From an optimization exercise on the open Yosys and OpenROAD flow, aimed at small area, a short achievable clock period and few clock cycles per item; shortcuts taken in it are not production practice. At most, simulation tests tie the RTL to the original design; equivalence was not proved. Power is estimated from default activity; no workload was simulated.

// alu_arbiter
module alu_arbiter
#(
  parameter int WIDTH   = 32,
  parameter int MUL_LAT = 3
) (
  input  logic             clk,
  input  logic             rst_n,
  input  logic             req0_valid,
  output logic             req0_ready,
  input  logic [2:0]       req0_op,
  input  logic [WIDTH-1:0] req0_a,
  input  logic [WIDTH-1:0] req0_b,
  input  logic             req1_valid,
  output logic             req1_ready,
  input  logic [2:0]       req1_op,
  input  logic [WIDTH-1:0] req1_a,
  input  logic [WIDTH-1:0] req1_b,
  output logic             resp_valid,
  input  logic             resp_ready,
  output logic             resp_id,
  output logic [WIDTH-1:0] resp_data,
  output logic             resp_zero,
  output logic             resp_neg
);
Size: about 1800 cells after synthesis, about 150 flip-flops, about 180 I/O pins, ~18000 um^2 of cells after synthesis.
==> flow/config.mk <==
export PLATFORM = sky130hd
export DESIGN_NAME = alu_arbiter
export DESIGN_NICKNAME = alu_arbiter
export VERILOG_FILES = /design/flow/design.v
export SDC_FILE = /design/flow/constraint.sdc
export NUM_CORES = 4
export LEC_CHECK = 0
export CAP_MARGIN = 20
export CORE_MARGIN = 2
export CORE_UTILIZATION = 65
export PLACE_DENSITY = 0.75
export SLEW_MARGIN = 20
export SYNTH_HIERARCHICAL = 1
export SYNTH_MINIMUM_KEEP_SIZE = 0
==> flow/constraint.sdc <==
create_clock -name core_clock -period 12.5 [get_ports {clk}]
set_input_delay 2.5000 -clock core_clock [delete_from_list [all_inputs] [get_ports {clk}]]
set_output_delay 2.5000 -clock core_clock [all_outputs]
set_load 0.01 [all_outputs]
standard.sh (not shown) runs the stock make flow with config.mk's settings and CLKGATE_MAP_FILE= SYNTH_SCRIPT=/design/flow/synth_recipe.tcl, a recipe that flattens the netlist after the stock synthesis.
==> flow/flow/run.sh <==
#!/bin/bash
# Layout: the standard ORFS flow (standard.sh), unchanged except for
# make-variable settings: a larger setup repair target (the SDC, clock period
# and I/O delays are untouched), plain buffers on the ports, and clock tree
# synthesis without dummy loads.
set -euo pipefail
bash standard.sh \
  SETUP_SLACK_MARGIN=6.9 \
  "BUFFER_PORTS_ARGS=-buffer_cell sky130_fd_sc_hd__buf_1" \
  "CTS_ARGS=-sink_clustering_enable -repair_clock_nets -dont_use_dummy_load" \
  finish > standard_flow.log 2>&1
Testbench counts at the start, summed over its fixed seeds: cycles 4,016, items 4,000.
Rerun with:
--- a/flow/design.v
+++ b/flow/design.v
@@ -835,13 +835,12 @@
   alu_fa u_s526 (.a(c462), .b(s463), .c(s399), .s(s526), .co(c527));
   wire s528, c529;
   alu_fa u_s528 (.a(c464), .b(s465), .c(s403), .s(s528), .co(c529));
   wire s530;
   alu_fa u_s530 (.a(c466), .b(s467), .c(s406), .s(s530), .co());
   logic [31:0] ms, mc, s;
-  logic flag;
   assign ms[0] = s468;
   assign mc[0] = pp_0_0;
   assign ms[1] = c469;
   assign mc[1] = s470;
   assign ms[2] = c471;
   assign mc[2] = s472;
@@ -901,14 +900,14 @@
   assign mc[29] = s526;
   assign ms[30] = c527;
   assign mc[30] = s528;
   assign ms[31] = c529;
   assign mc[31] = s530;
   assign s = ms + mc;
-  assign flag = (a[31] ~^ by[31]) ? a[31] : s[31];
-  assign y = f ? {31'b0, flag} : s;
+  assign y[31:1] = f ? 31'b0 : s[31:1];
+  assign y[0] = (f & (a[31] ^ by[31])) ? s[31] : (f ? a[31] : s[0]);
 endmodule
 module alu_fa (input logic a, b, c, output logic s, co);
   assign s  = a ^ b ^ c;
   assign co = (a & b) | (a & c) | (b & c);
 endmodule
 module alu_ha (input logic a, b, output logic s, co);
@@ -952,22 +951,22 @@
   input  logic             resp_ready,
   output logic             resp_id,
   output logic [WIDTH-1:0] resp_data,
   output logic             resp_zero,
   output logic             resp_neg
 );
-  logic last_grant, cv, cid, en, acc0, acc1, acc;
+  logic last_grant, cap0, cap1, cid, en, acc0, acc1, acc;
   logic [2:0] op_g;
   logic [31:0] a_g, b_g, bm_g, by_g, y;
   logic cin_q, f_q;
   logic [31:0] a_q, by_q;
   logic [15:0] one_g, two_g, neg_g, one_q, two_q, neg_q;
   logic cin_g, f_g;
   assign en         = ~resp_valid | resp_ready;
-  assign req0_ready = cv & ~cid & en & (last_grant | ~req1_valid);
-  assign req1_ready = cv &  cid & en & (~last_grant | ~req0_valid);
+  assign req0_ready = cap0 & en & (last_grant | ~req1_valid);
+  assign req1_ready = cap1 & en & (~last_grant | ~req0_valid);
   assign acc0       = req0_valid & req0_ready;
   assign acc1       = req1_valid & req1_ready;
   assign acc        = acc0 | acc1;
   assign op_g = cid ? req0_op : req1_op;
   assign a_g  = cid ? req0_a  : req1_a;
   assign b_g  = cid ? req0_b  : req1_b;
@@ -987,18 +986,20 @@
     endcase
   end
   always_ff @(posedge clk or negedge rst_n) begin
     if (!rst_n) begin
       last_grant <= 1'b1;
       cid        <= 1'b0;
-      cv         <= 1'b0;
+      cap0       <= 1'b0;
+      cap1       <= 1'b0;
       resp_valid <= 1'b0;
     end else begin
       if (acc) last_grant <= acc1;
       cid <= ~cid;
-      cv  <= cid ? req0_valid : req1_valid;
+      cap0 <= cid & req0_valid;
+      cap1 <= ~cid & req1_valid;
       if (en) resp_valid <= acc;
     end
   end
   always_ff @(posedge clk) begin
     a_q   <= a_g;
     one_q <= one_g;
Setup slack is worse by 0.017 ns.
Area after synthesis increases slightly.
Global-route usage increases by 3.5 points.
Total power increases by a few percent.
Synthesized cell count increases by a few percent.
Clock power hardly moves.
Non-clock buffer count increases by 13.
Wire length increases by a few percent.
The RTL of the second run of this note was laid out without a check of its function.

========
## TR
alu_arbiter, a different RTL version from the one above (not shown whole).
Size: about 1700 cells after synthesis, about 180 I/O pins.
==> module alu_booth, before the edit <==
module alu_booth (
  input  logic [31:0] b,
  output logic [15:0] one,
  output logic [15:0] two,
  output logic [15:0] neg
);
  logic [32:0] e;
  assign e = {b, 1'b0};
  always_comb begin
    for (int i = 0; i < 16; i++) begin
      one[i] = e[2*i+1] ^ e[2*i];
      two[i] = (e[2*i+2] & ~e[2*i+1] & ~e[2*i]) | (~e[2*i+2] & e[2*i+1] & e[2*i]);
      neg[i] = e[2*i+2];
    end
  end
endmodule
==> module alu_arbiter, before the edit <==
module alu_arbiter
#(
  parameter int WIDTH   = 32,
  parameter int MUL_LAT = 3
) (
  input  logic             clk,
  input  logic             rst_n,
  input  logic             req0_valid,
  output logic             req0_ready,
  input  logic [2:0]       req0_op,
  input  logic [WIDTH-1:0] req0_a,
  input  logic [WIDTH-1:0] req0_b,
  input  logic             req1_valid,
  output logic             req1_ready,
  input  logic [2:0]       req1_op,
  input  logic [WIDTH-1:0] req1_a,
  input  logic [WIDTH-1:0] req1_b,
  output logic             resp_valid,
  input  logic             resp_ready,
  output logic             resp_id,
  output logic [WIDTH-1:0] resp_data,
  output logic             resp_zero,
  output logic             resp_neg
);
  logic last_grant, cv, cid, en, acc0, acc1, acc;
  logic [2:0] op_g;
  logic [31:0] a_g, b_g, bm_g, by_g, y;
  logic cin_q, f_q;
  logic [31:0] a_q, by_q;
  logic [15:0] one_g, two_g, neg_g, one_q, two_q, neg_q;
  logic cin_g, f_g;
  assign en         = ~resp_valid | resp_ready;
  assign req0_ready = cv & ~cid & en & (last_grant | ~req1_valid);
  assign req1_ready = cv &  cid & en & (~last_grant | ~req0_valid);
  assign acc0       = req0_valid & req0_ready;
  assign acc1       = req1_valid & req1_ready;
  assign acc        = acc0 | acc1;
  assign op_g = cid ? req0_op : req1_op;
  assign a_g  = cid ? req0_a  : req1_a;
  assign b_g  = cid ? req0_b  : req1_b;
  always_comb begin
    cin_g = 1'b0;
    f_g   = 1'b0;
    bm_g  = 32'd1;
    by_g  = '0;
    case (op_g)
      alu_pkg::ALU_MUL: bm_g = b_g;
      alu_pkg::ALU_SHL: bm_g = 32'd1 << b_g[4:0];
      alu_pkg::ALU_OR:  by_g = b_g & ~a_g;
      alu_pkg::ALU_SUB, alu_pkg::ALU_CMP: begin cin_g = 1'b1; by_g = ~b_g; end
      alu_pkg::ALU_CMM: begin cin_g = 1'b1; f_g = 1'b1; by_g = ~b_g; end
      alu_pkg::ALU_CME: begin f_g = 1'b1; by_g = ~b_g; end
      default: by_g = b_g;
    endcase
  end
  always_ff @(posedge clk or negedge rst_n) begin
    if (!rst_n) begin
      last_grant <= 1'b1;
      cid        <= 1'b0;
      cv         <= 1'b0;
      resp_valid <= 1'b0;
    end else begin
      if (acc) last_grant <= acc1;
      cid <= ~cid;
      cv  <= cid ? req0_valid : req1_valid;
      if (en) resp_valid <= acc;
    end
  end
  always_ff @(posedge clk) begin
    a_q   <= a_g;
    one_q <= one_g;
    two_q <= two_g;
    neg_q <= neg_g;
    for (int i = 0; i < 16; i++) begin
      by_q[2*i]   <= by_g[2*i];
      by_q[2*i+1] <= by_g[2*i+1] | (neg_g[i] & ~(one_g[i] & a_g[0]));
    end
    cin_q <= cin_g;
    f_q   <= f_g;
    if (en) begin
      resp_data <= y;
      resp_id   <= cid;
    end
  end
  alu_booth u_booth (.b(bm_g), .one(one_g), .two(two_g), .neg(neg_g));
  alu_core u_core (.a(a_q), .one(one_q), .two(two_q), .neg(neg_q), .by(by_q), .cin(cin_q), .f(f_q), .y(y));
  assign resp_zero = resp_data == '0;
  assign resp_neg  = resp_data[WIDTH-1];
endmodule
==> flow/config.mk <==
export PLATFORM = sky130hd
export DESIGN_NAME = alu_arbiter
export DESIGN_NICKNAME = alu_arbiter
export VERILOG_FILES = /design/flow/design.v
export SDC_FILE = /design/flow/constraint.sdc
export NUM_CORES = 4
export LEC_CHECK = 0
export CAP_MARGIN = 20
export CORE_MARGIN = 2
export CORE_UTILIZATION = 65
export PLACE_DENSITY = 0.75
export SLEW_MARGIN = 20
export SYNTH_HIERARCHICAL = 1
export SYNTH_MINIMUM_KEEP_SIZE = 0
==> flow/constraint.sdc <==
create_clock -name core_clock -period 12.5 [get_ports {clk}]
set_input_delay 2.5000 -clock core_clock [delete_from_list [all_inputs] [get_ports {clk}]]
set_output_delay 2.5000 -clock core_clock [all_outputs]
set_load 0.01 [all_outputs]
==> flow/flow/run.sh <==
#!/bin/bash
# Layout: the standard ORFS flow (standard.sh), unchanged except for
# make-variable settings: a larger setup repair target (the SDC, clock period
# and I/O delays are untouched), plain buffers on the ports, and clock tree
# synthesis without dummy loads.
set -euo pipefail
bash standard.sh \
  SETUP_SLACK_MARGIN=6.75 \
  "BUFFER_PORTS_ARGS=-buffer_cell sky130_fd_sc_hd__buf_1" \
  "CTS_ARGS=-sink_clustering_enable -repair_clock_nets -dont_use_dummy_load" \
  finish > standard_flow.log 2>&1
Input changes introduced in JK (baseline for comparison: TR):
--- a/flow/design.v
+++ b/flow/design.v
@@ -865,5 +865,5 @@
     for (int i = 0; i < 16; i++) begin
       one[i] = e[2*i+1] ^ e[2*i];
-      two[i] = (e[2*i+2] & ~e[2*i+1] & ~e[2*i]) | (~e[2*i+2] & e[2*i+1] & e[2*i]);
+      two[i] = (e[2*i+2] ^ e[2*i+1]) & ~(e[2*i+1] ^ e[2*i]);
       neg[i] = e[2*i+2];
     end
@@ -894,5 +894,5 @@
   output logic             resp_neg
 );
-  logic last_grant, cv, cid, en, acc0, acc1, acc;
+  logic last_grant, cap0, cap1, cid, en, acc0, acc1, acc;
   logic [2:0] op_g;
   logic [31:0] a_g, b_g, bm_g, by_g, y;
@@ -902,6 +902,6 @@
   logic cin_g, f_g;
   assign en         = ~resp_valid | resp_ready;
-  assign req0_ready = cv & ~cid & en & (last_grant | ~req1_valid);
-  assign req1_ready = cv &  cid & en & (~last_grant | ~req0_valid);
+  assign req0_ready = cap0 & en & (last_grant | ~req1_valid);
+  assign req1_ready = cap1 & en & (~last_grant | ~req0_valid);
   assign acc0       = req0_valid & req0_ready;
   assign acc1       = req1_valid & req1_ready;
@@ -929,10 +929,12 @@
       last_grant <= 1'b1;
       cid        <= 1'b0;
-      cv         <= 1'b0;
+      cap0       <= 1'b0;
+      cap1       <= 1'b0;
       resp_valid <= 1'b0;
     end else begin
       if (acc) last_grant <= acc1;
       cid <= ~cid;
-      cv  <= cid ? req0_valid : req1_valid;
+      cap0 <= cid & req0_valid;
+      cap1 <= ~cid & req1_valid;
       if (en) resp_valid <= acc;
     end
Notes after the runs:
JK was carried through to the last stage, and its layout satisfied the timing, DRC and antenna checks.
Per the comparison of JK with TR, net count reported at finish was more or less identical, routed wirelength normalized by instance count now smaller, share of the yosys chip area belonging to registers roughly the same, via count of the routed design lost 293, post-synthesis sequential element count now larger.
On number of nets in the synthesized netlist, TR tracks JK almost exactly.
Between JK and TR, the difference in synthesized area is negligible.
JK — routability-driven placement congestion ratio 0.019 higher, TR as reference
No functional check of the RTL was part of any run of this note.

afterwards: timing with drivers on the ports:
The flow's constraints put no driver on any port. The routed layouts listed below were extracted and timed again, unchanged, in two steps. Step 1 sets driving cells, clkbuf_16 on the clock port and buf_2 on the other inputs (assumed; they add their load-dependent delay and slew). Step 2 moves the port delays by t, midway between the first and last clock arrival at a register: inputs arrive t later, outputs are due t later. That takes back most of the time a late clock gives input paths. Three values: ideal, step 1, step 2; two values: the first two.
run	t (ns)	slack for setup (ns)	hold slack, ns	worst slew at a driven data input, ns	pins driven straight from the clock port
the first run of note 1	0.478	6.931 / 6.857 / 6.857	0.587 / 0.587 / 0.587	0.07	1
the second run of note 1	0.484	6.914 / 6.892 / 6.892	0.474 / 0.474 / 0.474	0.05	1
TR	0.475	6.780 / 6.759 / 6.759	0.574 / 0.574 / 0.574	0.07	1
JK	0.469	6.843 / 6.821 / 6.821	0.477 / 0.477 / 0.477	0.05	1
After both steps setup and hold are still met in every run listed. The setup slack of the first run of note 1, which loses most, moves by -0.074 ns with the drivers and by -0.074 ns with both steps.
